What follows belongs to an exercise in optimizing a design on an open flow for small area, a short achievable clock period and few clock cycles per item; a production flow would make more cautious choices.
The RTL was checked by simulation tests, not by an equivalence proof against the original design.
Power and IR drop assume default switching activity.

==> flow/design.v (outline; a module is shown in full before it is edited, if it fits) <==
// module fp_booth_enc: 16 lines
// module fp_tz24: 31 lines
// module fp_pfx_add: 34 lines
// module fp_lzc27: 31 lines
// module fp_mul_core: 1045 lines
// module fpu_top: 302 lines
module fpu_top (
    input  logic            clk,
    input  logic            rst,
    input  logic            in_valid,
    output logic            in_ready,
    input  logic [31:0]     op_a,
    input  logic [31:0]     op_b,
    input  logic [1:0]      op,
    output logic            out_valid,
    input  logic            out_ready,
    output logic [31:0]     result,
    output logic [3:0]      flags
);
  // ...
==> flow/flow/run.sh <==
#!/bin/bash
# Standard layout with these changes:
#  - after the standard synthesis, flow/fixinv.py removes inverters between
#    full-adder cells (a full adder is self-dual, so a cell can work on
#    complemented inputs and give complemented outputs); registers and all
#    other cells are untouched;
#  - timing repair aims below the clock period: repair_timing works until
#    every path has SETUP_SLACK_MARGIN ns to spare;
#  - every input and output port still gets a buffer, a buf_2 rather than
#    the slow clkdlybuf4s50 delay cell that buffer_ports picks by default.
set -euo pipefail
M=9.1
R=orfs/results/sky130hd/fpu_top/base
bash standard.sh SETUP_SLACK_MARGIN=$M synth > synth.log 2>&1
cp $R/1_2_yosys.v synth_netlist_orig.log
python3 flow/fixinv.py synth_netlist_orig.log $R/1_2_yosys.v > fixinv.log 2>&1
touch $R/1_2_yosys.v
bash standard.sh SETUP_SLACK_MARGIN=$M "BUFFER_PORTS_ARGS=-buffer_cell sky130_fd_sc_hd__buf_2" CTS_CLUSTER_SIZE=22 CTS_CLUSTER_DIAMETER=120 finish > flow.log 2>&1
==> flow/flow/fixinv.py <==
#!/usr/bin/env python3
"""Remove inverters around full-adder cells in a mapped sky130 netlist.

A full adder is self-dual: FA(~a, ~b, ~c) = (~sum, ~cout). Each fa cell may
therefore work on complemented signals, its outputs then carrying the
complement of their original values. This picks that choice per cell by
local search so that as few inverters as possible are needed, drops the
netlist's free inverters (internal nets, loads only on cell pins) and adds one
inverter per net whose complement is still needed. Registers and every other
cell are left as they are; each of their pins still sees its original value.

usage: fixinv.py IN.v OUT.v
"""
import re
import sys
from collections import defaultdict

OUT_PINS = {"X", "Y", "Q", "Q_N", "SUM", "COUT", "HI", "LO"}
INV_RE = re.compile(r"^sky130_fd_sc_hd__(inv|clkinv)_\d+$")
FA_RE = re.compile(r"^sky130_fd_sc_hd__fa_\d+$")

src = open(sys.argv[1]).read()
mod_start = src.index("module ")
body_end = src.rindex("endmodule")
if "assign " in src[mod_start:body_end]:
    sys.stderr.write("fixinv: netlist has assign statements, left unchanged\n")
    open(sys.argv[2], "w").write(src)
    sys.exit(0)

cell_re = re.compile(r"^  (sky130_fd_sc_hd__\w+) (\\\S+ |\S+) +\((.*?)\n  \);\n", re.S | re.M)
pin_re = re.compile(r"\.(\w+)\(((?:\\\S+ )|[^()]*?)\)")

cells = []  # [type, name, {pin: net}, span]
n_inst = len(re.findall(r"^  sky130_fd_sc_hd__", src, re.M))
for m in cell_re.finditer(src):
    pins = {}
    for pm in pin_re.finditer(m.group(3)):
        pins[pm.group(1)] = pm.group(2).strip()
    cells.append([m.group(1), m.group(2), pins, m.span()])

if len(cells) != n_inst:
    sys.stderr.write(f"fixinv: parsed {len(cells)} of {n_inst} cells, netlist left unchanged\n")
    open(sys.argv[2], "w").write(src)
    sys.exit(0)

ports = set()
for m in re.finditer(r"^\s*(input|output)\s+(\[\d+:\d+\]\s+)?(\S+);", src, re.M):
    ports.add(m.group(3))

def is_port_net(n):
    base = n.lstrip("\\").split("[")[0].strip()
    return base in ports

driver = {}
loads = defaultdict(list)
for ci, (typ, name, pins, _) in enumerate(cells):
    for p, n in pins.items():
        if p in OUT_PINS:
            driver[n] = (ci, p)
        else:
            loads[n].append((ci, p))

free_inv = set()
for ci, (typ, name, pins, _) in enumerate(cells):
    if INV_RE.match(typ):
        y = pins["Y"]
        if not is_port_net(y) and loads[y]:
            free_inv.add(ci)

def lit(n):
    """(base net, polarity) of net n through free inverters."""
    pol = 0
    while n in driver and driver[n][0] in free_inv:
        pol ^= 1
        n = cells[driver[n][0]][2]["A"]
    return n, pol

fa_cells = [ci for ci, c in enumerate(cells) if FA_RE.match(c[0])]
flip = defaultdict(int)

# Every load pin of a kept cell, with the literal it needs (before flips)
pin_req = []  # (ci, pin, base, pol)
for ci, (typ, name, pins, _) in enumerate(cells):
    if ci in free_inv:
        continue
    for p, n in pins.items():
        if p in OUT_PINS:
            continue
        b, pol = lit(n)
        pin_req.append((ci, p, b, pol))

by_base = defaultdict(list)
for k, (ci, p, b, pol) in enumerate(pin_req):
    by_base[b].append(k)

def phys(b):
    d = driver.get(b)
    if d is not None and FA_RE.match(cells[d[0]][0]):
        return flip[d[0]]
    return 0

def need_inv(b):
    ph = phys(b)
    for k in by_base[b]:
        ci, p, _, pol = pin_req[k]
        want = pol ^ (flip[ci] if FA_RE.match(cells[ci][0]) else 0)
        if want != ph:
            return 1
    return 0

def touched(ci):
    pins = cells[ci][2]
    s = set()
    for p in ("A", "B", "CIN"):
        s.add(lit(pins[p])[0])
    for p in ("SUM", "COUT"):
        s.add(pins[p])
    return s

before = sum(need_inv(b) for b in by_base)
n_free = len(free_inv)
improved = True
passes = 0
while improved and passes < 50:
    improved = False
    passes += 1
    for ci in fa_cells:
        nets = touched(ci)
        old = sum(need_inv(b) for b in nets)
        flip[ci] ^= 1
        new = sum(need_inv(b) for b in nets)
        if new < old:
            improved = True
        else:
            flip[ci] ^= 1
after = sum(need_inv(b) for b in by_base)

# Rebuild: new pin connections
inv_net = {}
new_cells = []
for b in sorted(by_base):
    if need_inv(b):
        k = len(inv_net)
        y = f"fixinv_n{k}"
        inv_net[b] = y
        bn = b if not b.startswith("\\") else b + " "
        new_cells.append(f"  sky130_fd_sc_hd__inv_1 fixinv_c{k} (\n    .A({bn}),\n    .Y({y})\n  );\n")

newpins = defaultdict(dict)
for ci, p, b, pol in pin_req:
    want = pol ^ (flip[ci] if FA_RE.match(cells[ci][0]) else 0)
    n = b if want == phys(b) else inv_net[b]
    newpins[ci][p] = n

out = []
pos = 0
for ci, (typ, name, pins, span) in enumerate(cells):
    out.append(src[pos:span[0]])
    pos = span[1]
    if ci in free_inv:
        continue
    conns = []
    for p, n in pins.items():
        if p not in OUT_PINS:
            n = newpins[ci][p]
        tok = n + " " if n.startswith("\\") else n
        conns.append(f"    .{p}({tok})")
    out.append(f"  {typ} {name} (\n" + ",\n".join(conns) + "\n  );\n")
tail = src[pos:]
ei = tail.rindex("endmodule")
out.append(tail[:ei] + "".join(new_cells) + tail[ei:])
text = "".join(out)
# declare the new nets after the first wire declaration
decl = "".join(f"  wire {v};\n" for v in inv_net.values())
wi = text.index("  wire ", text.index("module "))
text = text[:wi] + decl + text[wi:]
open(sys.argv[2], "w").write(text)
sys.stderr.write(f"fixinv: {len(fa_cells)} full adders, {sum(flip.values())} flipped, "
                 f"free inverters {n_free} -> {after} (start {before}), {passes} passes\n")
==> flow/standard.sh <==
#!/bin/bash
# synth_recipe.tcl (not shown) runs the flow's synth.tcl, then flattens the netlist and writes it again
# the make line also repeats each setting of config.mk as NAME=value (left out here)
make -C /OpenROAD-flow-scripts/flow DESIGN_CONFIG=/design/flow/config.mk WORK_HOME=/design/flow/orfs CLKGATE_MAP_FILE= SYNTH_SCRIPT=/design/flow/synth_recipe.tcl "${@:-finish}"
==> flow/config.mk <==
export PLATFORM = sky130hd
export DESIGN_NAME = fpu_top
export DESIGN_NICKNAME = fpu_top
export VERILOG_FILES = /design/flow/design.v
export SDC_FILE = /design/flow/constraint.sdc
export NUM_CORES = 4
export LEC_CHECK = 0
export CAP_MARGIN = 20
export CORE_MARGIN = 2
export CORE_UTILIZATION = 45
export PLACE_DENSITY = 0.6
export SLEW_MARGIN = 20
==> flow/constraint.sdc <==
create_clock -name core_clock -period 13.0 [get_ports {clk}]
set_input_delay 2.6000 -clock core_clock [delete_from_list [all_inputs] [get_ports {clk}]]
set_output_delay 2.6000 -clock core_clock [all_outputs]
set_load 0.01 [all_outputs]
==> results by group, run 1 <==
STA
  • Count of final max-slew check failures: 0
  • Tmin final: 4.092 ns
  • Worst Hold Slack: 0.4270 ns
  • Final WS setup: about 8.9 ns

Power and ir drop
  • PwrDens: 213.5 nW/µm²
  • Max power group: combinational cells

Finish
  • Fraction of area in registers: 0.2680
  • Register area: 11180 µm²
  • Inserted Diodes: 2
  • Largest cell class: multi-input combinational cells
  • Inverter count: 292
  • Area Growth Syn to Fin: 18.70%
  • Largest registers: r2_c (48), r2_s (48), k_data (36)
  • Fin area: 41720 µm²
  • CLK BUF: 32
  • Fin util: 0.5394
  • Commonest non-fill, non-tap cell in the layout: edfxtp_1

Placed design
  • Hpwl dp: 80.85 mm
  • Gp weighted congestion: about 0.95

Clock network
  • Post-CTS Setup Bufs: between 100 and 150
  • # hold bufs at CTS: 0
  • Clock transition at the registers of the reported paths: 0.10 ns

GRT
  • Global-route wire length before repair: 179.7 mm

Critical path
  • FF-to-FF path depth: 20
  • Req. time, crit path: about 13 ns
  • Cell family with most CP delay: adder cells

Logic synthesis
  • YS warnings: 10

Outcome
  • Status: timing/DRC/antenna clean

Drt
  • Drt wl/cell: 26.91 µm
Testbench counts, summed over its fixed seeds: cycles 16,040, items 16,000.
==> run 2: changes to the inputs <==
--- a/flow/flow/run.sh
+++ b/flow/flow/run.sh
@@ -7,9 +7,10 @@
 #  - timing repair aims below the clock period: repair_timing works until
 #    every path has SETUP_SLACK_MARGIN ns to spare;
 #  - every input and output port still gets a buffer, a buf_2 rather than
-#    the slow clkdlybuf4s50 delay cell that buffer_ports picks by default.
+#    the slow clkdlybuf4s50 delay cell that buffer_ports picks by default;
+#  - clock tree sink clusters of up to 22 flip-flops (fewer leaf buffers).
 set -euo pipefail
-M=9.1
+M=8.6
 R=orfs/results/sky130hd/fpu_top/base
 bash standard.sh SETUP_SLACK_MARGIN=$M synth > synth.log 2>&1
 cp $R/1_2_yosys.v synth_netlist_orig.log
==> run 2 against run 1 <==
  * Still clean
  * Maximum frequency is 7.5% lower
  * Synthesized cell count did not move
  * Via count down 3.8%
  * Power decreased by 5.4%
  * Synthesized area is the same
  * Combinational power decreased by 9.0%
  * Sequential share of layout area is 2.4 points higher
  * Register-to-register slack got worse by 0.33 ns
  * Critical path type unchanged
==> results by group, run 2 <==
Drt
  • DRT antenna net count: 0 (unchanged)
  • # DRC: 0 (unchanged)
  • Drt wl/cell: 26.12 µm (was 26.91 µm)
  • Detailed Route Iter0 Violations: 2888 (was 2943)
  • DR vias/cell: 6.123 (was 6.177)
  • Vias: 27227 (was 28302)
  • WL final: 116.2 mm (was 123.3 mm)
  • DR pass1 iterations: 8 (was 6)

Critical path
  • FF-to-FF path depth: 12 (was 20)
  • CP endpoint kind: flop (unchanged)
  • R2R Path Start: r1_b[19] (was r1_a[23])
  • Req. time, crit path: 13.35 ns (was 13.39 ns)
  • Crit Path Class: reg2reg (unchanged)
  • RR Endpoint: r2_c[5] (was r2_c[0])
  • Flop2flop setup slack: 8.58 ns (was 8.91 ns)
  • CP Launch Type: flop (unchanged)
  • Max FO, Critical Path: 61 (was 4)
  • Critical Path AT: 4.78 ns (was 4.48 ns)

STA
  • Actual slew at the worst max-slew pin: 1.016 ns (was 1.066 ns)
  • Clk_skew: 0.02881 ns (was 0.04250 ns)
  • Unrepaired setup endpoints after global routing: yes (unchanged)
  • Tmin final: 4.424 ns (was 4.092 ns)
  • TNS Setup: 0 ns (unchanged)
  • Final Hold Fails: 0 (unchanged)
  • Fmax: 226.1 MHz (was 244.4 MHz)
  • Count of final max-slew check failures: 0 (unchanged)
  • Worst rel slew slack: 0.3224 (was 0.2894)
  • Fin crit share: 0.3403 (was 0.3147)
  • Final WS setup: 8.576 ns (was 8.908 ns)
  • Final setup violating endpoints: 0 (unchanged)

Flow run
  • MaxCap Viol Count: 0 (unchanged)

Outcome
  • Status: timing/DRC/antenna clean (unchanged)

Die
  • Placement Rows: 102 (unchanged)
  • I/O pins: 108 (unchanged)
  • Die Wd: 283.5 µm (unchanged)
  • Die Y: 283.5 µm (unchanged)
  • Initial Util: 0.4544 (unchanged)
  • Die ar.: 80360 µm² (unchanged)
  • Core ar.: 77340 µm² (unchanged)

Logic synthesis
  • Mapped Area: 35150 µm² (unchanged)
  • Mapped Cells: 3335 (unchanged)
  • YS warnings: 10 (unchanged)
  • Syn Area/Cell: 10.54 µm² (unchanged)
  • Syn nets: 3885 (unchanged)

Finish
  • Area Growth Syn to Fin: 8.982% (was 18.70%)
  • Area of the multi-input gates: 22140 µm² (was 23560 µm²)
  • Register area: 11180 µm² (unchanged)
  • Commonest non-fill, non-tap cell in the layout: edfxtp_1 (unchanged)
  • Nets: 3937 (was 4075)
  • Largest registers: r2_c (48), r2_s (48), k_data (36) (unchanged)
  • Final-layout fill cell count: 7089 (was 6756)
  • Share of layout cells above drive strength 1: 0.1280 (was 0.2438)
  • Commonest cells after routing, fill and taps aside: edfxtp_1 (367), xnor2_1 (290), inv_1 (279), a22oi_1 (266), fa_1 (258) (was edfxtp_1 (367), xnor2_1 (269), inv_1 (258), ha_1 (206), a22oi_1 (202))

Clock network
  • Clock insertion delay at the later pin of the skew report: 0.61 ns (was 0.63 ns)
  • Clock Path Buffers: 3 (unchanged)
  • Clock sink total: 375 (unchanged)
  • Total CTS buffers: 24 (was 23)
  • # hold bufs at CTS: 0 (unchanged)
  • CTS tree: done (unchanged)
  • Number of H-tree levels: 1 (unchanged)
  • Root Buffer: clkbuf_16 (unchanged)
  • Clock transition at the registers of the reported paths: 0.09 ns (was 0.10 ns)

GRT
  • Initial antenna violation count: 4 (was 2)
  • Global-route wire length before repair: 173.7 mm (was 179.7 mm)
  • Largest net degree at the start of global routing: 134 (was 95)
  • GR Overflow Total: 0 (unchanged)
  • Gr usage total: 0.2830 (was 0.2927)
  • Vias in the first global route: 27552 (was 28641)

Hold path
  • Hold Startpoint: r3_spk[0] (was r3_spk[1])
  • Hold WC Path Type: reg2reg (unchanged)
  • Hold Path End: r4_spk[0] (was r4_spk[1])
  • Hold depth: 0 (unchanged)

Placed design
  • I/O Buffers: 107 (unchanged)
  • Gp weighted congestion: 0.9849 (was 0.9489)
  • Hpwl dp: 81.34 mm (was 80.85 mm)
  • Dpl ws: 7.790 ns (was 7.482 ns)

Power and ir drop
  • PwrDens: 220.0 nW/µm² (was 213.5 nW/µm²)
  • LEAKAGE: 0.01567 µW (was 0.01686 µW)
  • VDD IR max: 213.9 µV (was 147.1 µV)
-- run 2: power breakdown --
part / total, µW / switching, µW / internal [µW] / leakage (µW)
Sequential: 2240 / 305 / 1940 / 0.00396
Combinational: 5360 / 3110 / 2250 / 0.0113
Clock: 822 / 461 / 361 / 0.000362
Total: 8420 / 3880 / 4550 / 0.0157
-- run 2: final cells by class --
type                    instances  share of cell area
clock buffers                  34             0.01666
repair buffers                252             0.04619
flip-flops and latches        375              0.2919
multi-input cells            2442              0.5781
well taps                    1040             0.03397
inverters                     292             0.02989
diodes                          2           0.0001307
clock inverters                10            0.003136
-- run 2: timing repair --
item,4_1_cts,5_1_grt
resized for setup,27,38
setup buffers,34,31
pin swaps,2,8
gates cloned,1,0
setup endpoints to repair,77,47
-- run 2: worst max path at each step --
stage                         start  endpoint  slack, ns
after floorplan           r1_neg[6]  r2_s[24]       8.70
after global placement     r1_a[23]   r2_c[0]       7.92
after detailed placement   r1_a[23]   r2_c[0]       7.79
after CTS                  r1_b[23]   r2_c[0]       8.53
after global routing       r1_b[23]   r2_c[0]       8.40
final                      r1_b[19]   r2_c[5]       8.58
-- run 2: worst max-delay path, cell delays in order, from the launching register on --
cell and delay [ns]:
edfxtp_1 0.81, inv_1 0.16, ha_1 0.35, a21oi_1 0.16
a21oi_1 0.08, or3_1 0.41, a221oi_4 0.56, buf_12 0.38
mux2i_1 0.37, nor3_1 0.08, a31o_2 0.24, xor2_1 0.15
a221o_1 0.32
-- run 2: per-stage QoR --
stage	instance area (µm²)	hold slack [ns]	utilization	total power, µW	std cells
floorplan	35160	0.4003	-	5672	3335
global placement	36710	0.4009	0.4746	7366	4334
detailed placement	36710	0.4045	0.4746	7471	4334
CTS	37880	0.4250	0.4898	8357	4413
global route	38300	0.4416	0.4952	9095	4445
finish	38300	0.4190	0.4953	8425	4447
-- run 2: metal layers --
| metal | GRT usage | wire length, µm | share of wire | up-vias |
|---|---|---|---|---|
| li1 | - | - | - | 12004 |
| met3 | 0.05225 | 10420 | 0.090 | 300 |
| met1 | 0.3730 | 46470 | 0.40 | 13558 |
| met2 | 0.4526 | 53180 | 0.46 | 1361 |
| met5 | 0 | 27 | 0.00023 | - |
| met4 | 0.1316 | 6068 | 0.052 | 4 |
==> run 3: changes to the inputs <==
--- a/flow/flow/run.sh
+++ b/flow/flow/run.sh
@@ -10,7 +10,7 @@
 #    the slow clkdlybuf4s50 delay cell that buffer_ports picks by default;
 #  - clock tree sink clusters of up to 22 flip-flops (fewer leaf buffers).
 set -euo pipefail
-M=8.6
+M=8.8
 R=orfs/results/sky130hd/fpu_top/base
 bash standard.sh SETUP_SLACK_MARGIN=$M synth > synth.log 2>&1
 cp $R/1_2_yosys.v synth_netlist_orig.log
==> run 3 against run 2 <==
  * Register-to-register slack improved by 0.18 ns
  * Wire length fell by 0.44%
  * Flip-flop and latch count did not move
  * Clock power fell by 3.0%
  * Non-clock buffer count rose by 23
  * Largest power group unchanged
==> results by group, run 3 <==
Clock network
  • Number of H-tree levels: 1 (unchanged)
  • Clock sink total: 375 (unchanged)
  • Clock Path Buffers: 3 (unchanged)
  • CTS tree: done (unchanged)
  • Total CTS buffers: 23 (was 24)
  • Root Buffer: clkbuf_16 (unchanged)
  • Clock insertion delay at the later pin of the skew report: 0.62 ns (was 0.61 ns)
  • Clock transition at the registers of the reported paths: 0.10 ns (was 0.09 ns)

GRT
  • Gr usage total: 0.2818 (was 0.2830)
  • Top Usage Layer GRT: met2 (unchanged)
  • Global-route wire length before repair: 173.9 mm (was 173.7 mm)
  • M2 GR Usage: 0.4536 (was 0.4526)
  • Met1 track demand over resource: 0.3617 (was 0.3730)
  • GR Overflow Total: 0 (unchanged)
  • Largest net degree at the start of global routing: 111 (was 134)
  • Met3 Use GR: 0.05426 (was 0.05225)
  • Initial antenna violation count: 4 (unchanged)
  • Vias in the first global route: 27851 (was 27552)

Die
  • I/O pins: 108 (unchanged)
  • Die Wd: 283.5 µm (unchanged)
  • Placement Rows: 102 (unchanged)
  • Die ar.: 80360 µm² (unchanged)
  • Core ar.: 77340 µm² (unchanged)
  • Die Y: 283.5 µm (unchanged)
  • Initial Util: 0.4544 (unchanged)

Outcome
  • Status: timing/DRC/antenna clean (unchanged)

Drt
  • # DRC: 0 (unchanged)
  • DR vias/cell: 6.077 (was 6.123)
  • DR pass1 iterations: 7 (was 8)
  • Drt wl/cell: 25.88 µm (was 26.12 µm)
  • Vias: 27158 (was 27227)
  • Detailed Route Iter0 Violations: 2795 (was 2888)
  • DRT antenna net count: 0 (unchanged)
  • WL final: 115.6 mm (was 116.2 mm)

Placed design
  • Placed cells: 4333 (was 4334)
  • I/O Buffers: 107 (unchanged)
  • Hpwl dp: 81.37 mm (was 81.34 mm)
  • Gp weighted congestion: 0.9466 (was 0.9849)

Power and ir drop
  • LEAKAGE: 0.01588 µW (was 0.01567 µW)
  • PwrDens: 217.3 nW/µm² (was 220.0 nW/µm²)
  • VDD IR max: 130.8 µV (was 213.9 µV)

STA
  • Final Hold Fails: 0 (unchanged)
  • Count of final max-slew check failures: 0 (unchanged)
  • Worst rel slew slack: 0.3387 (was 0.3224)
  • Unrepaired setup endpoints after global routing: yes (unchanged)
  • Fin crit share: 0.3262 (was 0.3403)
  • Tmin final: 4.240 ns (was 4.424 ns)
  • Actual slew at the worst max-slew pin: 0.9670 ns (was 1.016 ns)
  • Fmax: 235.8 MHz (was 226.1 MHz)
  • Clk_skew: 0.04233 ns (was 0.02881 ns)
  • Final setup violating endpoints: 0 (unchanged)
  • TNS Setup: 0 ns (unchanged)

Critical path
  • Crit Path Class: reg2reg (unchanged)
  • Req. time, crit path: 13.38 ns (was 13.35 ns)
  • Critical Path AT: 4.63 ns (was 4.78 ns)
  • Flop2flop setup slack: 8.76 ns (was 8.58 ns)
  • Max FO, Critical Path: 3 (was 61)
  • R2R Path Start: r1_a[23] (was r1_b[19])
  • CP Launch Type: flop (unchanged)
  • FF-to-FF path depth: 19 (was 12)
  • CP endpoint kind: flop (unchanged)
  • RR Endpoint: r2_c[0] (was r2_c[5])

Finish
  • Commonest non-fill, non-tap cell in the layout: edfxtp_1 (unchanged)
  • Share of layout cells above drive strength 1: 0.1372 (was 0.1280)
  • Area Growth Syn to Fin: 10.44% (was 8.982%)
  • Cell Count, Final, Fillers Out: 4469 (was 4447)
  • Largest registers: r2_c (48), r2_s (48), k_data (36) (unchanged)
  • Commonest cells after routing, fill and taps aside: edfxtp_1 (367), xnor2_1 (293), inv_1 (279), a22oi_1 (260), fa_1 (256) (was edfxtp_1 (367), xnor2_1 (290), inv_1 (279), a22oi_1 (266), fa_1 (258))
  • Nets: 3960 (was 3937)

Logic synthesis
  • Mapped Cells: 3335 (unchanged)
  • YS warnings: 10 (unchanged)
  • Syn nets: 3885 (unchanged)
  • Syn Area/Cell: 10.54 µm² (unchanged)
  • Mapped Area: 35150 µm² (unchanged)

Hold path
  • Hold depth: 0 (unchanged)
  • Hold WC Path Type: reg2reg (unchanged)
  • Hold Startpoint: r2_e[9] (was r3_spk[0])
  • Hold Path End: r3_e[9] (was r4_spk[0])

Flow run
  • MaxCap Viol Count: 0 (unchanged)
[run 3: changes by cell type in the layout (fill, tap and decap cells not counted), sizes merged]
| cell | before | now |
|---|---|---|
| buf | 251 | 270 |
| clkbuf | 35 | 39 |
| clkinv | 3 | 2 |
| o2111a | 4 | 5 |
| diode | 2 | 3 |
| clkinvlp | 12 | 10 |
[run 3: area by class of cell]
class / count / area [µm²]
antenna: 3 / 7.507
clock buffer: 34 / 638.1
clock inverter: 7 / 91.34
fill: 7041 / 38520
inverter: 292 / 1141
multi-input combinational: 2443 / 22280
sequential: 375 / 11180
tap: 1040 / 1301
timing repair buffer: 275 / 2172
[run 3: worst max-delay path: stages (launching register included)]
cell,delay [ns]
edfxtp_1,0.41
inv_1,0.08
ha_1,0.21
fa_2,0.37
nor2b_2,0.17
or2_4,0.15
a21oi_1,0.10
fa_1,0.41
mux2i_2,0.23
xnor2_2,0.16
o211ai_1,0.20
or2_4,0.32
ha_1,0.30
a21oi_1,0.13
nor2b_1,0.06
o21ai_1,0.12
nand2b_1,0.07
a211oi_1,0.22
a2111oi_0,0.10
a21o_1,0.20
[run 3: timing repair]
action | in CTS | in global routing
gates resized for setup | 44 | 78
setup endpoints to repair | 171 | 140
setup buffers | 43 | 45
hold buffers | 0 | 0
pin swaps | 8 | 8
cloned | 2 | 1
[run 3: report_power, final]
| group | total, µW | internal [µW] | switching (µW) |
|---|---|---|---|
| combinational | 5410 | 2270 | 3140 |
| sequential | 2230 | 1940 | 293 |
| clock | 797 | 356 | 441 |
| total | 8440 | 4570 | 3870 |
[run 3: routing by layer]
layer | up-vias | part of all wire
met4 | 0 | 0.057
met1 | 13481 | 0.40
met5 | - | 0
met3 | 328 | 0.083
met2 | 1320 | 0.46
li1 | 12029 | -
[run 3: how the worst max path moves through the flow]
stage | start | end | slack (ns)
6_report | r1_a[23] | r2_c[0] | 8.76
3_3_place_gp | r1_a[23] | r2_c[0] | 7.61
2_1_floorplan | r1_neg[6] | r2_s[24] | 8.85
4_1_cts | r1_b[25] | r2_c[0] | 8.68
3_5_place_dp | r1_a[23] | r2_c[0] | 7.56
5_1_grt | r1_a[23] | r2_c[0] | 8.52
[run 3: per-stage QoR]
| stage | cell area [µm²] | util | power [µW] | hold slack (ns) | worst slack [ns] |
|---|---|---|---|---|---|
| 3_3_place_gp | 36690 | 0.4744 | 7363 | 0.4008 | 7.613 |
| 3_5_place_dp | 36730 | 0.4749 | 7482 | 0.4045 | 7.556 |
| 5_1_grt | 38810 | 0.5018 | 9082 | 0.4325 | 8.517 |
| 4_1_cts | 38030 | 0.4917 | 8350 | 0.4259 | 8.682 |
| 6_report | 38810 | 0.5019 | 8436 | 0.4239 | 8.760 |
| 2_1_floorplan | 35170 | - | 5672 | 0.4003 | 8.853 |
==> run 4: changes to the inputs <==
--- a/flow/flow/run.sh
+++ b/flow/flow/run.sh
@@ -16,4 +16,4 @@
 cp $R/1_2_yosys.v synth_netlist_orig.log
 python3 flow/fixinv.py synth_netlist_orig.log $R/1_2_yosys.v > fixinv.log 2>&1
 touch $R/1_2_yosys.v
-bash standard.sh SETUP_SLACK_MARGIN=$M "BUFFER_PORTS_ARGS=-buffer_cell sky130_fd_sc_hd__buf_2" CTS_CLUSTER_SIZE=22 CTS_CLUSTER_DIAMETER=120 finish > flow.log 2>&1
+bash standard.sh SETUP_SLACK_MARGIN=$M "BUFFER_PORTS_ARGS=-buffer_cell sky130_fd_sc_hd__buf_2" CTS_CLUSTER_SIZE=22 CTS_CLUSTER_DIAMETER=120 PLACE_DENSITY=0.8 finish > flow.log 2>&1
==> run 4 against run 3 <==
  * Cell count down 0.31%
  * Non-clock buffer count down 3
  * Die area unchanged
  * Critical path type unchanged
  * Flip-flop and latch count unchanged
  * Cell area down 0.72%
  * Clock skew up 0.0073 ns
  * Largest cell class unchanged
  * Synthesized area unchanged
  * Combinational power up 0.7%
  * Largest power group unchanged
  * Clock-buffer cell count down 5
  * Sequential share of layout area up 0.21 points
  * Clock power down 7.9%
==> results by group, run 4 <==
Outcome
  • Status: timing/DRC/antenna clean (unchanged)

Power and ir drop
  • Total power: 8416 µW (was 8436 µW)
  • LEAKAGE: 0.01577 µW (was 0.01588 µW)
  • PwrDens: 218.4 nW/µm² (was 217.3 nW/µm²)
  • VDD IR max: 181.2 µV (was 130.8 µV)

Drt
  • WL final: 103.3 mm (was 115.6 mm)
  • Drt wl/cell: 23.18 µm (was 25.88 µm)
  • DR vias/cell: 6.134 (was 6.077)
  • Detailed Route Iter0 Violations: 3157 (was 2795)
  • DRT antenna net count: 0 (unchanged)
  • DR pass1 iterations: 7 (unchanged)
  • # DRC: 0 (unchanged)
  • Vias: 27329 (was 27158)

Hold path
  • Hold WC Path Type: reg2reg (unchanged)
  • Hold depth: 0 (unchanged)

Clock network
  • Clock sink total: 375 (unchanged)
  • Number of H-tree levels: 1 (unchanged)
  • Clock insertion delay at the later pin of the skew report: 0.60 ns (was 0.62 ns)
  • Clock transition at the registers of the reported paths: 0.10 ns (about the same)
  • Root Buffer: clkbuf_16 (unchanged)
  • CTS tree: done (unchanged)
  • Clock Path Buffers: 3 (unchanged)
  • # hold bufs at CTS: 0 (unchanged)
  • Total CTS buffers: 21 (was 23)

GRT
  • Initial antenna violation count: 1 (was 4)
  • Largest net degree at the start of global routing: 140 (was 111)
  • Gr usage total: 0.2473 (was 0.2818)
  • Global-route wire length before repair: 156.3 mm (was 173.9 mm)
  • GR Overflow Total: 0 (unchanged)
  • Vias in the first global route: 26957 (was 27851)

Placed design
  • Gp weighted congestion: 0.9693 (was 0.9466)
  • I/O Buffers: 107 (unchanged)
  • Hpwl dp: 70.45 mm (was 81.37 mm)

Critical path
  • Crit Path Class: reg2reg (unchanged)
  • CP Launch Type: flop (unchanged)
  • Req. time, crit path: 13.36 ns (was 13.38 ns)
  • Flop2flop setup slack: 8.77 ns (was 8.76 ns)
  • FF-to-FF path depth: 20 (was 19)
  • Max FO, Critical Path: 3 (unchanged)
  • CP endpoint kind: flop (unchanged)
  • Critical Path AT: 4.59 ns (was 4.63 ns)

Logic synthesis
  • Syn nets: 3885 (unchanged)
  • Mapped Cells: 3335 (unchanged)
  • YS warnings: 10 (unchanged)
  • Mapped Area: 35150 µm² (unchanged)
  • Syn Area/Cell: 10.54 µm² (unchanged)

STA
  • Final Hold Fails: 0 (unchanged)
  • Unrepaired setup endpoints after global routing: yes (unchanged)
  • Tmin final: 4.231 ns (was 4.240 ns)
  • Count of final max-slew check failures: 0 (unchanged)
  • Worst rel slew slack: 0.3036 (was 0.3387)
  • Fin crit share: 0.3255 (was 0.3262)
  • Final setup violating endpoints: 0 (unchanged)
  • Actual slew at the worst max-slew pin: 1.045 ns (was 0.9670 ns)
  • Fmax: 236.4 MHz (was 235.8 MHz)
  • TNS Setup: 0 ns (unchanged)
  • Clk_skew: 0.04964 ns (was 0.04233 ns)

Die
  • Placement Rows: 102 (unchanged)
  • Die ar.: 80360 µm² (unchanged)
  • Initial Util: 0.4544 (unchanged)
  • Die Y: 283.5 µm (unchanged)
  • Core ar.: 77340 µm² (unchanged)
  • Die Wd: 283.5 µm (unchanged)
  • I/O pins: 108 (unchanged)

Flow run
  • MaxCap Viol Count: 0 (unchanged)

Finish
  • Commonest non-fill, non-tap cell in the layout: edfxtp_1 (unchanged)
  • Final-layout fill cell count: 6833 (was 7041)
  • Share of layout cells above drive strength 1: 0.1373 (was 0.1372)
  • Area Growth Syn to Fin: 9.644% (was 10.44%)
  • Largest registers: r2_c (48), r2_s (48), k_data (36) (unchanged)
  • Inserted Diodes: 0 (was 3)
  • Commonest cells after routing, fill and taps aside: edfxtp_1 (367), xnor2_1 (291), inv_1 (276), a22oi_1 (266), fa_1 (255) (was edfxtp_1 (367), xnor2_1 (293), inv_1 (279), a22oi_1 (260), fa_1 (256))
  • Nets: 3955 (was 3960)
run 4: path summary, 6_finish.rpt:
check | startpoint | endpoint
setup / recovery | r1_a[23] | r2_c[0]
setup reg to reg | r1_a[23] | r2_c[0]
hold reg to reg | r3_sgn | r4_sgn
hold / removal | r3_sgn | r4_sgn
run 4: worst max-delay path, cell delays in order (launching register included):
cell,delay [ns]
edfxtp_1,0.45
buf_6,0.15
ha_2,0.17
fa_2,0.35
nor2b_1,0.12
o21ai_1,0.11
nor2b_4,0.15
fa_2,0.39
mux2i_2,0.21
xnor2_2,0.16
o211ai_1,0.23
nor2_2,0.24
ha_1,0.27
nand2b_4,0.15
a21oi_2,0.13
nor2b_1,0.06
o21ai_1,0.14
nand2b_1,0.08
a211oi_2,0.21
a2111oi_2,0.06
a21o_1,0.19
run 4: layout make-up:
cell class / instances / area [µm²] / area share
multi-input cells: 2443 / 22290 / 0.5784
flip-flops and latches: 375 / 11180 / 0.2902
repair buffers: 272 / 2012 / 0.05221
well taps: 1040 / 1301 / 0.03377
inverters: 292 / 1134 / 0.02942
clock buffers: 29 / 555.5 / 0.01442
clock inverters: 4 / 61.31 / 0.001591
run 4: through the flow:
step                hold WS (ns)    util  std cells  area, µm²  worst slack, ns
finish                    0.4221  0.4983       4455      38540            8.769
global route              0.4337  0.4983       4455      38540            8.589
CTS                       0.4271  0.4874       4396      37700            8.763
detailed placement        0.4045  0.4741       4328      36670            7.747
global placement          0.4006  0.4741       4328      36670            7.748
floorplan                 0.4003       -       3335      35170            8.853
run 4: what timing repair did:
item / in CTS / in global routing
endpoints found under the setup margin: 75 / 59
pin swaps: 8 / 24
gates resized for setup: 34 / 83
cloned: 0 / 4
setup buffers: 35 / 55
run 4: routing by layer:
metal / vias up / global-route usage / part of all wire
met5: - / 0 / 0
met4: 0 / 0.1302 / 0.065
met3: 414 / 0.07058 / 0.12
met2: 1691 / 0.3883 / 0.44
met1: 13216 / 0.3098 / 0.37
li1: 12008 / - / -
run 4: power breakdown:
group          internal [µW]  switching (µW)
registers               1940             294
logic                   2330            3110
clock network            324             410
total                   4600            3820
==> run 5: changes to the inputs <==
--- a/flow/flow/run.sh
+++ b/flow/flow/run.sh
@@ -16,4 +16,4 @@
 cp $R/1_2_yosys.v synth_netlist_orig.log
 python3 flow/fixinv.py synth_netlist_orig.log $R/1_2_yosys.v > fixinv.log 2>&1
 touch $R/1_2_yosys.v
-bash standard.sh SETUP_SLACK_MARGIN=$M "BUFFER_PORTS_ARGS=-buffer_cell sky130_fd_sc_hd__buf_2" CTS_CLUSTER_SIZE=22 CTS_CLUSTER_DIAMETER=120 PLACE_DENSITY=0.8 finish > flow.log 2>&1
+bash standard.sh SETUP_SLACK_MARGIN=$M "BUFFER_PORTS_ARGS=-buffer_cell sky130_fd_sc_hd__buf_2" CTS_CLUSTER_SIZE=22 CTS_CLUSTER_DIAMETER=120 PLACE_DENSITY=0.72 finish > flow.log 2>&1
==> run 5 against run 4 <==
  * Global-route usage is 0.66 points higher
  * Worst setup slack better by 0.024 ns
  * Sequential share of layout area is 0.063 points higher
  * Non-clock buffer count decreased by 9
  * Register-to-register slack improved by 0.02 ns
  * Die area unchanged
  * Via count shrank 2.1%
  * Clock power up 9.3%
  * Utilization decreased by 0.11 points
  * Critical path depth decreased by 4
  * Largest cell class unchanged
  * Highest routed layer unchanged
==> results by group, run 5 <==
Logic synthesis
  • Mapped Area: 35150 µm² (unchanged)
  • Mapped Cells: 3335 (unchanged)
  • YS warnings: 10 (unchanged)
  • Syn nets: 3885 (unchanged)
  • Syn Area/Cell: 10.54 µm² (unchanged)

Drt
  • WL final: 103.9 mm (was 103.3 mm)
  • Detailed Route Iter0 Violations: 2952 (was 3157)
  • DRT antenna net count: 0 (unchanged)
  • Drt wl/cell: 23.33 µm (was 23.18 µm)
  • Vias: 26745 (was 27329)
  • # DRC: 0 (unchanged)
  • DR pass1 iterations: 7 (unchanged)
  • DR vias/cell: 6.006 (was 6.134)

Critical path
  • RR Endpoint: r2_c[0] (unchanged)
  • Crit Path Class: reg2reg (unchanged)
  • Max FO, Critical Path: 22 (was 3)
  • Req. time, crit path: 13.39 ns (was 13.36 ns)
  • CP endpoint kind: flop (unchanged)
  • CP Launch Type: flop (unchanged)
  • R2R Path Start: r1_b[23] (was r1_a[23])
  • Flop2flop setup slack: 8.79 ns (was 8.77 ns)
  • FF-to-FF path depth: 16 (was 20)
  • Critical Path AT: 4.60 ns (was 4.59 ns)

Die
  • Placement Rows: 102 (unchanged)
  • Die Wd: 283.5 µm (unchanged)
  • Die ar.: 80360 µm² (unchanged)
  • Die Y: 283.5 µm (unchanged)
  • I/O pins: 108 (unchanged)
  • Initial Util: 0.4544 (unchanged)
  • Core ar.: 77340 µm² (unchanged)

Power and ir drop
  • PwrDens: 217.5 nW/µm² (was 218.4 nW/µm²)
  • LEAKAGE: 0.01571 µW (was 0.01577 µW)
  • Psw: 3787 µW (was 3819 µW)
  • Clock power frac: 0.096 (was 0.087)
  • Cell Int Power: 4575 µW (was 4597 µW)
  • Switching Fraction: 0.4529 (was 0.4538)
  • Reg power frac: 0.267 (was 0.265)
  • VDD IR max: 255.0 µV (was 181.2 µV)
  • Comb pwr share: 0.637 (was 0.647)

STA
  • Final setup violating endpoints: 0 (unchanged)
  • Final Hold Fails: 0 (unchanged)
  • Fmax: 237.7 MHz (was 236.4 MHz)
  • Clk_skew: 0.04396 ns (was 0.04964 ns)
  • Unrepaired setup endpoints after global routing: yes (unchanged)
  • Fin crit share: 0.3236 (was 0.3255)
  • Final WS setup: 8.793 ns (was 8.769 ns)
  • TNS Setup: 0 ns (unchanged)
  • Tmin final: 4.207 ns (was 4.231 ns)
  • Count of final max-slew check failures: 0 (unchanged)
  • Worst rel slew slack: 0.3067 (was 0.3036)
  • Actual slew at the worst max-slew pin: 1.040 ns (was 1.045 ns)

Clock network
  • Number of H-tree levels: 1 (unchanged)
  • Total CTS buffers: 23 (was 21)
  • Clock transition at the registers of the reported paths: 0.11 ns (was 0.10 ns)
  • # hold bufs at CTS: 0 (unchanged)
  • Root Buffer: clkbuf_16 (unchanged)
  • Clock insertion delay at the later pin of the skew report: 0.62 ns (was 0.60 ns)
  • Clock sink total: 375 (unchanged)
  • CTS tree: done (unchanged)
  • Clock Path Buffers: 3 (unchanged)

GRT
  • Top Usage Layer GRT: met2 (unchanged)
  • Vias in the first global route: 26728 (was 26957)
  • GR Overflow Total: 0 (unchanged)
  • Initial antenna violation count: 1 (unchanged)
  • Gr usage total: 0.2538 (was 0.2473)
  • Largest net degree at the start of global routing: 96 (was 140)
  • M2 GR Usage: 0.3991 (was 0.3883)
  • Met3 Use GR: 0.05675 (was 0.07058)
  • Global-route wire length before repair: 159.1 mm (was 156.3 mm)
  • Met1 track demand over resource: 0.3269 (was 0.3098)

Finish
  • Commonest non-fill, non-tap cell in the layout: edfxtp_1 (unchanged)
  • Final-layout fill cell count: 7010 (was 6833)
  • Area of the multi-input gates: 22270 µm² (was 22290 µm²)
  • Area Growth Syn to Fin: 9.406% (was 9.644%)
  • Share of layout cells above drive strength 1: 0.1362 (was 0.1373)
  • Largest registers: r2_c (48), r2_s (48), k_data (36) (unchanged)
  • Nets: 3948 (was 3955)
  • Inserted Diodes: 0 (unchanged)
  • Register area: 11180 µm² (unchanged)
  • Commonest cells after routing, fill and taps aside: edfxtp_1 (367), xnor2_1 (292), inv_1 (274), a22oi_1 (267), fa_1 (257) (was edfxtp_1 (367), xnor2_1 (291), inv_1 (276), a22oi_1 (266), fa_1 (255))

Placed design
  • Hpwl dp: 72.01 mm (was 70.45 mm)
  • Dpl ws: 7.999 ns (was 7.747 ns)
  • Gp weighted congestion: 0.9709 (was 0.9693)
  • I/O Buffers: 107 (unchanged)

Flow run
  • MaxCap Viol Count: 0 (unchanged)

Outcome
  • Status: timing/DRC/antenna clean (unchanged)

Hold path
  • Hold WC Path Type: reg2reg (unchanged)
  • Hold Path End: r3_e[2] (was r4_sgn)
  • Hold Startpoint: r2_e[2] (was r3_sgn)
  • Hold depth: 0 (unchanged)
[run 5: final cells by class]
type / instances / share of cell area
clock buffer: 32 / 0.01640
clock inverter: 8 / 0.002506
inverter: 292 / 0.02958
tap: 1040 / 0.03384
timing repair buffer: 263 / 0.04770
multi-input combinational: 2443 / 0.5792
sequential: 375 / 0.2908
[run 5: layer usage]
layer | part of all wire | up-vias
met5 | 0 | -
met3 | 0.10 | 333
li1 | - | 12016
met2 | 0.45 | 1489
met4 | 0.065 | 0
met1 | 0.38 | 12907
[run 5: power groups by stage]
stage               Combinational [µW]  Clock [µW]  Sequential (µW)
floorplan                         3520           0             2150
detailed placement                5070           0             2270
CTS                               5140         822             2230
global route                      5890         856             2260
global placement                  4950           0             2260
finish                            5320         802             2240
[run 5: worst max path at each step]
stage | slack, ns | cells past startpoint | endpoint | from
2_1_floorplan | 8.85 | 12 | r2_s[24] | r1_neg[6]
3_3_place_gp | 8.06 | 16 | r2_c[0] | r1_a[23]
3_5_place_dp | 8.00 | 16 | r2_c[0] | r1_a[23]
4_1_cts | 8.73 | 18 | r2_c[0] | r1_a[30]
5_1_grt | 8.64 | 20 | r2_c[0] | r1_b[23]
6_report | 8.79 | 16 | r2_c[0] | r1_b[23]
[run 5: critical path, stage by stage (launching register included)]
cell and delay, ns:
edfxtp_1 0.42, inv_2 0.07, ha_1 0.20, fa_2 0.39, nor2b_2 0.13, o21ai_1 0.10, nor2b_1 0.17, fa_2 0.37
mux2i_4 0.17, xnor2_2 0.15, buf_4 0.14, o2111a_2 0.47, inv_1 0.30, ha_1 0.38, a211oi_2 0.22, a2111oi_1 0.08
a21o_1 0.20
[run 5: timing repair]
item,in CTS,in global routing
pin swaps,10,20
gates resized for setup,29,63
buffers inserted,44,35
gates cloned,2,0
setup endpoints to repair,81,54
[run 5: stage by stage]
step	util	power (µW)	hold WS [ns]	instances	instance area, µm²
floorplan	-	5672	0.4003	3335	35170
global placement	0.4745	7212	0.4016	4332	36700
detailed placement	0.4745	7344	0.4045	4332	36700
CTS	0.4900	8198	0.4237	4418	37890
global route	0.4972	9007	0.4293	4453	38450
finish	0.4972	8362	0.4229	4453	38450
==> run 6: changes to the inputs <==
--- a/flow/flow/run.sh
+++ b/flow/flow/run.sh
@@ -10,7 +10,7 @@
 #    the slow clkdlybuf4s50 delay cell that buffer_ports picks by default;
 #  - clock tree sink clusters of up to 22 flip-flops (fewer leaf buffers).
 set -euo pipefail
-M=8.8
+M=8.9
 R=orfs/results/sky130hd/fpu_top/base
 bash standard.sh SETUP_SLACK_MARGIN=$M synth > synth.log 2>&1
 cp $R/1_2_yosys.v synth_netlist_orig.log
==> run 6 against run 5 <==
  * Still clean on timing, DRC and antenna
  * First-iteration DRC count grew 6.7%
  * Sequential power is essentially flat
  * Clock power shrank 4.7%
  * Largest cell class unchanged
==> results by group, run 6 <==
Outcome
  • Status: timing/DRC/antenna clean (unchanged)

GRT
  • Global-route wire length before repair: 159.5 mm (was 159.1 mm)
  • Gr usage total: 0.2555 (was 0.2538)
  • GR Overflow Total: 0 (unchanged)
  • Initial antenna violation count: 2 (was 1)
  • Largest net degree at the start of global routing: 158 (was 96)
  • Vias in the first global route: 26798 (was 26728)

Drt
  • DRT antenna net count: 0 (unchanged)
  • Drt wl/cell: 23.53 µm (was 23.33 µm)
  • WL final: 105.1 mm (was 103.9 mm)
  • Vias: 26838 (was 26745)
  • DR vias/cell: 6.011 (was 6.006)
  • # DRC: 0 (unchanged)
  • Detailed Route Iter0 Violations: 3150 (was 2952)
  • DR pass1 iterations: 8 (was 7)

Power and ir drop
  • Cell Int Power: 4565 µW (was 4575 µW)
  • LEAKAGE: 0.01580 µW (was 0.01571 µW)
  • Switching Fraction: 0.4542 (was 0.4529)
  • Psw: 3798 µW (was 3787 µW)
  • Comb pwr share: 0.642 (was 0.637)
  • VDD IR max: 139.0 µV (was 255.0 µV)
  • PwrDens: 216.3 nW/µm² (was 217.5 nW/µm²)
  • Clock power frac: 0.091 (was 0.096)
  • Total power: 8364 µW (was 8362 µW)
  • Reg power frac: 0.267 (about the same)

Placed design
  • Hpwl dp: 72.33 mm (was 72.01 mm)
  • I/O Buffers: 107 (unchanged)
  • Gp weighted congestion: 0.9679 (was 0.9709)

Finish
  • Share of layout cells above drive strength 1: 0.1402 (was 0.1362)
  • Nets: 3960 (was 3948)
  • Final-layout fill cell count: 6984 (was 7010)
  • Commonest cells after routing, fill and taps aside: edfxtp_1 (367), xnor2_1 (290), inv_1 (277), a22oi_1 (259), fa_1 (257) (was edfxtp_1 (367), xnor2_1 (292), inv_1 (274), a22oi_1 (267), fa_1 (257))
  • Fin util: 0.5000 (was 0.4972)
  • Commonest non-fill, non-tap cell in the layout: edfxtp_1 (unchanged)
  • Largest registers: r2_c (48), r2_s (48), k_data (36) (unchanged)
  • Area Growth Syn to Fin: 10.03% (was 9.406%)

Hold path
  • Hold WC Path Type: reg2reg (unchanged)

Logic synthesis
  • YS warnings: 10 (unchanged)
  • Mapped Cells: 3335 (unchanged)
  • Mapped Area: 35150 µm² (unchanged)
  • Syn nets: 3885 (unchanged)
  • Syn Area/Cell: 10.54 µm² (unchanged)

Critical path
  • Crit Path Class: reg2reg (unchanged)
  • Req. time, crit path: 13.37 ns (was 13.39 ns)
  • CP endpoint kind: flop (unchanged)
  • Max FO, Critical Path: 3 (was 22)
  • Critical Path AT: 4.55 ns (was 4.60 ns)
  • CP Launch Type: flop (unchanged)

STA
  • Worst rel slew slack: 0.2202 (was 0.3067)
  • Count of final max-slew check failures: 0 (unchanged)
  • Unrepaired setup endpoints after global routing: yes (unchanged)
  • Final setup violating endpoints: 0 (unchanged)
  • Fmax: 239.1 MHz (was 237.7 MHz)
  • TNS Setup: 0 ns (unchanged)
  • Actual slew at the worst max-slew pin: 1.159 ns (was 1.040 ns)
  • Tmin final: 4.182 ns (was 4.207 ns)
  • Fin crit share: 0.3217 (was 0.3236)
  • Clk_skew: 0.04763 ns (was 0.04396 ns)
  • Final Hold Fails: 0 (unchanged)

Die
  • Core ar.: 77340 µm² (unchanged)
  • Initial Util: 0.4544 (unchanged)
  • I/O pins: 108 (unchanged)
  • Placement Rows: 102 (unchanged)
  • Die ar.: 80360 µm² (unchanged)
  • Die Y: 283.5 µm (unchanged)
  • Die Wd: 283.5 µm (unchanged)

Clock network
  • Total CTS buffers: 22 (was 23)
  • Number of H-tree levels: 1 (unchanged)
  • Clock transition at the registers of the reported paths: 0.10 ns (was 0.11 ns)
  • Clock Path Buffers: 3 (unchanged)
  • CTS tree: done (unchanged)
  • Clock sink total: 375 (unchanged)
  • Root Buffer: clkbuf_16 (unchanged)
  • Clock insertion delay at the later pin of the skew report: 0.61 ns (was 0.62 ns)

Flow run
  • MaxCap Viol Count: 0 (unchanged)
run 6: final cells by class:
type,instances,area (µm²),share of cell area
Multi-Input combinational cell,2443,22310,0.5769
Sequential cell,375,11180,0.2891
Timing Repair Buffer,276,2073,0.05361
Tap cell,1040,1301,0.03365
Inverter,292,1146,0.02964
Clock buffer,32,588.1,0.01521
Clock inverter,6,68.82,0.001779
Antenna cell,1,2.502,0.00006471
run 6: worst paths after layout:
kind                                 to  cells past startpoint     start  slack [ns]
worst min-delay path             r4_sgn                      0    r3_sgn        0.42
worst max register to register  r2_c[0]                     20  r1_a[23]        8.82
worst min register to register   r4_sgn                      0    r3_sgn        0.42
worst max-delay path            r2_c[0]                     20  r1_a[23]        8.82
run 6: metrics by stage:
step,setup slack [ns],hold slack (ns),std cells,cell area (µm²)
after detailed placement,7.939,0.4045,4331,36690
after global routing,8.663,0.4322,4464,38670
after floorplan,8.923,0.4003,3335,35180
after CTS,8.779,0.4262,4420,37950
final,8.818,0.4235,4465,38670
after global placement,8.070,0.4017,4331,36690
run 6: worst max-delay path, cell delays in order (launching register included):
cell and delay, ns:
edfxtp_1 0.45, inv_2 0.09, ha_2 0.17, fa_2 0.22
nor2b_2 0.06, or2_1 0.24, buf_4 0.14, a221oi_4 0.26
o21ba_4 0.20, o31a_1 0.31, o211ai_1 0.39, nor2_2 0.13
ha_1 0.30, nand2b_4 0.14, a21oi_2 0.11, nor2b_1 0.05
o21ai_1 0.12, nand2b_1 0.08, a211oi_2 0.18, a2111oi_1 0.09
a21o_1 0.21
run 6: routing by layer:
metal | vias to the layer above | GRT usage | share of wire
li1 | 12039 | - | -
met1 | 12932 | 0.3237 | 0.38
met2 | 1498 | 0.4099 | 0.45
met3 | 367 | 0.05844 | 0.11
met4 | 2 | 0.1307 | 0.065
met5 | - | 0 | 0.000076
run 6: what timing repair did:
item	4_1_cts	5_1_grt
pin swaps	11	19
hold buffers	0	0
cloned	1	2
endpoints found under the setup margin	82	69
buffers inserted	50	42
resized for setup	55	81
run 6: power groups by stage:
| stage | Clock (µW) | Combinational (µW) | Sequential [µW] |
|---|---|---|---|
| floorplan | 0 | 3520 | 2150 |
| global placement | 0 | 4990 | 2270 |
| detailed placement | 0 | 5100 | 2270 |
| CTS | 779 | 5190 | 2230 |
| global route | 814 | 5920 | 2260 |
| finish | 764 | 5370 | 2230 |
==> run 7: changes to the inputs <==
--- a/flow/flow/run.sh
+++ b/flow/flow/run.sh
@@ -8,7 +8,8 @@
 #    every path has SETUP_SLACK_MARGIN ns to spare;
 #  - every input and output port still gets a buffer, a buf_2 rather than
 #    the slow clkdlybuf4s50 delay cell that buffer_ports picks by default;
-#  - clock tree sink clusters of up to 22 flip-flops (fewer leaf buffers).
+#  - clock tree sink clusters of up to 22 flip-flops (fewer leaf buffers);
+#  - placement density 0.72 (shorter wires).
 set -euo pipefail
 M=8.9
 R=orfs/results/sky130hd/fpu_top/base
==> run 7 against run 6 <==
  * Power unchanged
  * Clock skew stayed put
  * Non-clock buffer count did not move
  * Synthesized cell count did not move
  * Hold slack is the same
  * Global-route usage stayed put
  * Clock-buffer cell count unchanged
  * Critical path depth is the same
  * Via count did not move
  * Largest cell class unchanged
  * Highest routed layer unchanged
==> results by group, run 7 <==
STA
  • Tmin final: 4.182 ns (unchanged)
  • Fmax: 239.1 MHz (unchanged)
  • Fin crit share: 0.3217 (unchanged)
  • TNS Setup: 0 ns (unchanged)
  • Count of final max-slew check failures: 0 (unchanged)
  • Final setup violating endpoints: 0 (unchanged)
  • Clk_skew: 0.04763 ns (unchanged)
  • Unrepaired setup endpoints after global routing: yes (unchanged)
  • Final WS setup: 8.818 ns (unchanged)
  • Final Hold Fails: 0 (unchanged)
  • Actual slew at the worst max-slew pin: 1.159 ns (unchanged)
  • Worst rel slew slack: 0.2202 (unchanged)

Logic synthesis
  • Mapped Area: 35150 µm² (unchanged)
  • YS warnings: 10 (unchanged)
  • Syn Area/Cell: 10.54 µm² (unchanged)
  • Mapped Cells: 3335 (unchanged)
  • Syn nets: 3885 (unchanged)

GRT
  • Vias in the first global route: 26798 (unchanged)
  • Global-route wire length before repair: 159.5 mm (unchanged)
  • Gr usage total: 0.2555 (unchanged)
  • Initial antenna violation count: 2 (unchanged)
  • Largest net degree at the start of global routing: 158 (unchanged)
  • GR Overflow Total: 0 (unchanged)

Die
  • Die Y: 283.5 µm (unchanged)
  • Placement Rows: 102 (unchanged)
  • I/O pins: 108 (unchanged)
  • Initial Util: 0.4544 (unchanged)
  • Die Wd: 283.5 µm (unchanged)
  • Die ar.: 80360 µm² (unchanged)
  • Core ar.: 77340 µm² (unchanged)

Power and ir drop
  • LEAKAGE: 0.01580 µW (unchanged)
  • Total power: 8364 µW (unchanged)
  • VDD IR max: 139.0 µV (unchanged)
  • PwrDens: 216.3 nW/µm² (unchanged)

Finish
  • Commonest cells after routing, fill and taps aside: edfxtp_1 (367), xnor2_1 (290), inv_1 (277), a22oi_1 (259), fa_1 (257) (unchanged)
  • Nets: 3960 (unchanged)
  • Register area: 11180 µm² (unchanged)
  • Commonest non-fill, non-tap cell in the layout: edfxtp_1 (unchanged)
  • Final-layout fill cell count: 6984 (unchanged)
  • Fin area: 38670 µm² (unchanged)
  • Largest registers: r2_c (48), r2_s (48), k_data (36) (unchanged)
  • Area Growth Syn to Fin: 10.03% (unchanged)
  • Area of the multi-input gates: 22310 µm² (unchanged)
  • Share of layout cells above drive strength 1: 0.1402 (unchanged)

Drt
  • WL final: 105.1 mm (unchanged)
  • DRT antenna net count: 0 (unchanged)
  • DR pass1 iterations: 8 (unchanged)
  • DR vias/cell: 6.011 (unchanged)
  • Detailed Route Iter0 Violations: 3150 (unchanged)
  • Vias: 26838 (unchanged)
  • Drt wl/cell: 23.53 µm (unchanged)
  • # DRC: 0 (unchanged)

Hold path
  • Hold WC Path Type: reg2reg (unchanged)

Clock network
  • Root Buffer: clkbuf_16 (unchanged)
  • Clock sink total: 375 (unchanged)
  • # hold bufs at CTS: 0 (unchanged)
  • Clock transition at the registers of the reported paths: 0.10 ns (about the same)
  • Clock Path Buffers: 3 (unchanged)
  • CTS tree: done (unchanged)
  • Clock insertion delay at the later pin of the skew report: 0.61 ns (about the same)
  • Total CTS buffers: 22 (unchanged)
  • Number of H-tree levels: 1 (unchanged)

Outcome
  • Status: timing/DRC/antenna clean (unchanged)

Critical path
  • Critical Path AT: 4.55 ns (about the same)
  • CP endpoint kind: flop (unchanged)
  • Max FO, Critical Path: 3 (unchanged)
  • Crit Path Class: reg2reg (unchanged)
  • Req. time, crit path: 13.37 ns (about the same)
  • CP Launch Type: flop (unchanged)

Placed design
  • Gp weighted congestion: 0.9679 (unchanged)
  • Hpwl dp: 72.33 mm (unchanged)
  • Area post-placement: 36690 µm² (unchanged)
  • Dpl ws: 7.939 ns (unchanged)
  • I/O Buffers: 107 (unchanged)

Flow run
  • MaxCap Viol Count: 0 (unchanged)
==> run 7: cell counts in the layout (fill, tap and decap cells not counted) <==
Identical to the previous run, type by type.
==> run 7: final cells by class <==
class,instances,area share
multi-input combinational,2443,0.5769
sequential,375,0.2891
timing repair buffer,276,0.05361
tap,1040,0.03365
inverter,292,0.02964
clock buffer,32,0.01521
clock inverter,6,0.001779
antenna,1,0.00006471
==> run 7: what timing repair did <==
item	in CTS	in global routing
gates cloned	1	2
buffers inserted	50	42
endpoints found under the setup margin	82	69
pin swaps	11	19
resized for setup	55	81
==> run 7: report_power, final <==
| group | total [µW] | switching [µW] | internal (µW) |
|---|---|---|---|
| Combinational | 5370 | 3070 | 2300 |
| Clock | 764 | 438 | 326 |
| Sequential | 2230 | 292 | 1940 |
==> run 7: worst paths after layout <==
kind | start | to | slack [ns] | cells past startpoint
worst max register to register | r1_a[23] | r2_c[0] | 8.82 | 20
worst min register to register | r3_sgn | r4_sgn | 0.42 | 0
worst max-delay path | r1_a[23] | r2_c[0] | 8.82 | 20
worst min-delay path | r3_sgn | r4_sgn | 0.42 | 0
==> run 7: through the flow <==
step,utilization,hold slack (ns),cells
2_1_floorplan,-,0.4003,3335
3_3_place_gp,0.4744,0.4017,4331
3_5_place_dp,0.4744,0.4045,4331
4_1_cts,0.4907,0.4262,4420
5_1_grt,0.5000,0.4322,4464
6_report,0.5000,0.4235,4465
==> run 7: critical path, cell delays in order, from the launching register on <==
cell,delay (ns)
edfxtp_1,0.45
inv_2,0.09
ha_2,0.17
fa_2,0.22
nor2b_2,0.06
or2_1,0.24
buf_4,0.14
a221oi_4,0.26
o21ba_4,0.20
o31a_1,0.31
o211ai_1,0.39
nor2_2,0.13
ha_1,0.30
nand2b_4,0.14
a21oi_2,0.11
nor2b_1,0.05
o21ai_1,0.12
nand2b_1,0.08
a211oi_2,0.18
a2111oi_1,0.09
a21o_1,0.21
==> run 7: layer usage <==
layer / track usage / wire [µm] / up-vias
met2: 0.4099 / 46790 / 1498
met3: 0.05844 / 11110 / 367
met5: 0 / 8 / -
li1: - / - / 12039
met4: 0.1307 / 6843 / 2
met1: 0.3237 / 40310 / 12932
==> run 8: changes to the inputs <==
--- a/flow/flow/run.sh
+++ b/flow/flow/run.sh
@@ -11,7 +11,7 @@
 #  - clock tree sink clusters of up to 22 flip-flops (fewer leaf buffers);
 #  - placement density 0.72 (shorter wires).
 set -euo pipefail
-M=8.9
+M=8.8
 R=orfs/results/sky130hd/fpu_top/base
 bash standard.sh SETUP_SLACK_MARGIN=$M synth > synth.log 2>&1
 cp $R/1_2_yosys.v synth_netlist_orig.log
==> run 8 against run 7 <==
  * Still clean
  * Combinational power down 0.9%
  * Sequential share of layout area up 0.17 points
  * Clock power up 5.0%
  * Largest power group unchanged
  * Cell area down 0.57%
  * Critical path type unchanged
  * Critical endpoint unchanged
  * Register-to-register slack worse by 0.02 ns
  * Global-route usage down 0.17 points
==> results by group, run 8 <==
Drt
  • Detailed Route Iter0 Violations: 2952 (was 3150)
  • DRT antenna net count: 0 (unchanged)
  • # DRC: 0 (unchanged)
  • WL final: 103.9 mm (was 105.1 mm)
  • DR pass1 iterations: 7 (was 8)
  • DR vias/cell: 6.006 (was 6.011)
  • Drt wl/cell: 23.33 µm (was 23.53 µm)
  • Vias: 26745 (was 26838)

Outcome
  • Status: timing/DRC/antenna clean (unchanged)

GRT
  • GR Overflow Total: 0 (unchanged)
  • Gr usage total: 0.2538 (was 0.2555)
  • Largest net degree at the start of global routing: 96 (was 158)
  • Global-route wire length before repair: 159.1 mm (was 159.5 mm)
  • Initial antenna violation count: 1 (was 2)
  • Vias in the first global route: 26728 (was 26798)

Finish
  • Commonest cells after routing, fill and taps aside: edfxtp_1 (367), xnor2_1 (292), inv_1 (274), a22oi_1 (267), fa_1 (257) (was edfxtp_1 (367), xnor2_1 (290), inv_1 (277), a22oi_1 (259), fa_1 (257))
  • Fin area: 38450 µm² (was 38670 µm²)
  • Share of layout cells above drive strength 1: 0.1362 (was 0.1402)
  • Inserted Diodes: 0 (was 1)
  • Nets: 3948 (was 3960)
  • Fin util: 0.4972 (was 0.5000)
  • Area Growth Syn to Fin: 9.406% (was 10.03%)
  • Commonest non-fill, non-tap cell in the layout: edfxtp_1 (unchanged)
  • Largest registers: r2_c (48), r2_s (48), k_data (36) (unchanged)

Die
  • Core ar.: 77340 µm² (unchanged)
  • Initial Util: 0.4544 (unchanged)
  • Placement Rows: 102 (unchanged)
  • Die ar.: 80360 µm² (unchanged)
  • I/O pins: 108 (unchanged)
  • Die Wd: 283.5 µm (unchanged)
  • Die Y: 283.5 µm (unchanged)

Critical path
  • CP max stage delay: 0.47 ns (was 0.45 ns)
  • Crit path depth: 16 (was 20)
  • Crit Path Class: reg2reg (unchanged)
  • Cell family with most CP delay: adder cells (was compound AO/OA/AOI/OAI gates)
  • Req. time, crit path: 13.39 ns (was 13.37 ns)
  • CP Capture Point: r2_c[0] (unchanged)
  • Max FO, Critical Path: 22 (was 3)
  • R2R Path Start: r1_b[23] (was r1_a[23])
  • CP endpoint kind: flop (unchanged)
  • Worst path buffer plus inverter count: 3 (was 2)
  • Critical Path AT: 4.60 ns (was 4.55 ns)
  • CP Launch Type: flop (unchanged)
  • Flop2flop setup slack: 8.79 ns (was 8.82 ns)
  • FF-to-FF path depth: 16 (was 20)
  • RR Endpoint: r2_c[0] (unchanged)
  • Crit-path cells: inv_2 -> ha_1 -> fa_2 -> nor2b_2 -> o21ai_1 -> nor2b_1 -> fa_2 -> mux2i_4 -> xnor2_2 -> buf_4 -> o2111a_2 -> inv_1 -> ha_1 -> a211oi_2 -> a2111oi_1 -> a21o_1 (was inv_2 -> ha_2 -> fa_2 -> nor2b_2 -> or2_1 -> buf_4 -> a221oi_4 -> o21ba_4 -> o31a_1 -> o211ai_1 -> nor2_2 -> ha_1 -> nand2b_4 -> a21oi_2 -> nor2b_1 -> o21ai_1 -> nand2b_1 -> a211oi_2 -> a2111oi_1 -> a21o_1)
  • CP max stage cell: o2111a_2 (was edfxtp_1)
  • CP Launch Point: r1_b[23] (was r1_a[23])

Flow run
  • MaxCap Viol Count: 0 (unchanged)

Logic synthesis
  • Syn Area/Cell: 10.54 µm² (unchanged)
  • Mapped Area: 35150 µm² (unchanged)
  • Syn nets: 3885 (unchanged)
  • YS warnings: 10 (unchanged)
  • Mapped Cells: 3335 (unchanged)

Placed design
  • Area post-placement: 36700 µm² (was 36690 µm²)
  • I/O Buffers: 107 (unchanged)
  • Hpwl dp: 72.01 mm (was 72.33 mm)
  • Gp weighted congestion: 0.9709 (was 0.9679)

Power and ir drop
  • LEAKAGE: 0.01571 µW (was 0.01580 µW)
  • Total power: 8362 µW (was 8364 µW)
  • PwrDens: 217.5 nW/µm² (was 216.3 nW/µm²)
  • VDD IR max: 255.0 µV (was 139.0 µV)

Clock network
  • CTS tree: done (unchanged)
  • Total CTS buffers: 23 (was 22)
  • Clock sink total: 375 (unchanged)
  • Clock Path Buffers: 3 (unchanged)
  • Clock insertion delay at the later pin of the skew report: 0.62 ns (was 0.61 ns)
  • Root Buffer: clkbuf_16 (unchanged)
  • Number of H-tree levels: 1 (unchanged)
  • # hold bufs at CTS: 0 (unchanged)
  • Clock transition at the registers of the reported paths: 0.11 ns (was 0.10 ns)

STA
  • Count of final max-slew check failures: 0 (unchanged)
  • Fmax: 237.7 MHz (was 239.1 MHz)
  • Final setup violating endpoints: 0 (unchanged)
  • Clk_skew: 0.04396 ns (was 0.04763 ns)
  • Worst rel slew slack: 0.3067 (was 0.2202)
  • Fin crit share: 0.3236 (was 0.3217)
  • Actual slew at the worst max-slew pin: 1.040 ns (was 1.159 ns)
  • Unrepaired setup endpoints after global routing: yes (unchanged)
  • Tmin final: 4.207 ns (was 4.182 ns)
  • Final Hold Fails: 0 (unchanged)
  • TNS Setup: 0 ns (unchanged)

Hold path
  • Hold WC Path Type: reg2reg (unchanged)
run 8: routing by layer:
layer  share of wire  track usage  vias up
met4           0.065       0.1360        0
met3            0.10      0.05675      333
li1                -            -    12016
met1            0.38       0.3269    12907
met5               0            0        -
met2            0.45       0.3991     1489
run 8: layout make-up:
type,count,area (µm²)
clock buffer,32,630.6
timing repair buffer,263,1834
tap,1040,1301
sequential,375,11180
fill,7010,38890
multi-input combinational,2443,22270
inverter,292,1137
clock inverter,8,96.34
run 8: worst min path at each step:
| stage | from | endpoint | cells after the start |
|---|---|---|---|
| CTS | r2_e[1] | r3_e[1] | 0 |
| global placement | r2_spk[0] | r3_spk[0] | 0 |
| global route | r2_e[1] | r3_e[1] | 0 |
| finish | r2_e[2] | r3_e[2] | 0 |
| detailed placement | r2_e[1] | r3_e[1] | 0 |
| floorplan | r2_e[0] | r3_e[0] | 0 |
run 8: timing repair:
item	CTS	global route
gates resized for setup	29	63
gates cloned	2	0
setup endpoints to repair	81	54
pin swaps	10	20
setup buffers	44	35
run 8: stage by stage:
step / worst slack [ns] / cells / hold WS [ns]
2_1_floorplan: 8.853 / 3335 / 0.4003
3_3_place_gp: 8.056 / 4332 / 0.4016
3_5_place_dp: 7.999 / 4332 / 0.4045
4_1_cts: 8.730 / 4418 / 0.4237
5_1_grt: 8.638 / 4453 / 0.4293
6_report: 8.793 / 4453 / 0.4229
run 8: report_power, final:
group | internal, µW | total, µW | switching (µW)
Sequential | 1940 | 2240 | 296
Clock | 355 | 802 | 447
Combinational | 2280 | 5320 | 3040

[afterwards: timing with drivers on the ports]
The results above use ideal ports. As a check the final layouts listed here were re-extracted and re-timed, cells and wires unchanged. Step 1, drivers: a clkbuf_16 drives clk and a buf_2 each remaining input, both assumed. Step 2 also shifts input and output timing later by t, the mid clock arrival at the registers, as if the neighbouring blocks saw the same clock. Slacks: ideal ports / drivers / drivers and shift; pairs: ideal ports / drivers.
run	shift t [ns]	slack for setup (ns)	hold WS [ns]	worst setup path after step 2	latest minus earliest clock arrival (ns)
run 1	0.674	8.908 / 8.908 / 8.816	0.427 / 0.427 / 0.427	input to register	0.043 / 0.043
run 2	0.668	8.576 / 8.576 / 8.386	0.419 / 0.419 / 0.419	input to register	0.032 / 0.032
run 3	0.667	8.760 / 8.760 / 8.755	0.424 / 0.424 / 0.424	input to register	0.042 / 0.043
run 4	0.635	8.769 / 8.769 / 8.638	0.422 / 0.422 / 0.422	input to register	0.055 / 0.056
run 5	0.663	8.793 / 8.793 / 8.621	0.423 / 0.423 / 0.423	input to register	0.045 / 0.045
run 6	0.654	8.818 / 8.818 / 8.613	0.423 / 0.423 / 0.423	input to register	0.050 / 0.050
run 7	0.654	8.818 / 8.818 / 8.613	0.423 / 0.423 / 0.423	input to register	0.050 / 0.050
run 8	0.663	8.793 / 8.793 / 8.621	0.423 / 0.423 / 0.423	input to register	0.045 / 0.045
After both steps setup and hold are still met in every run listed.
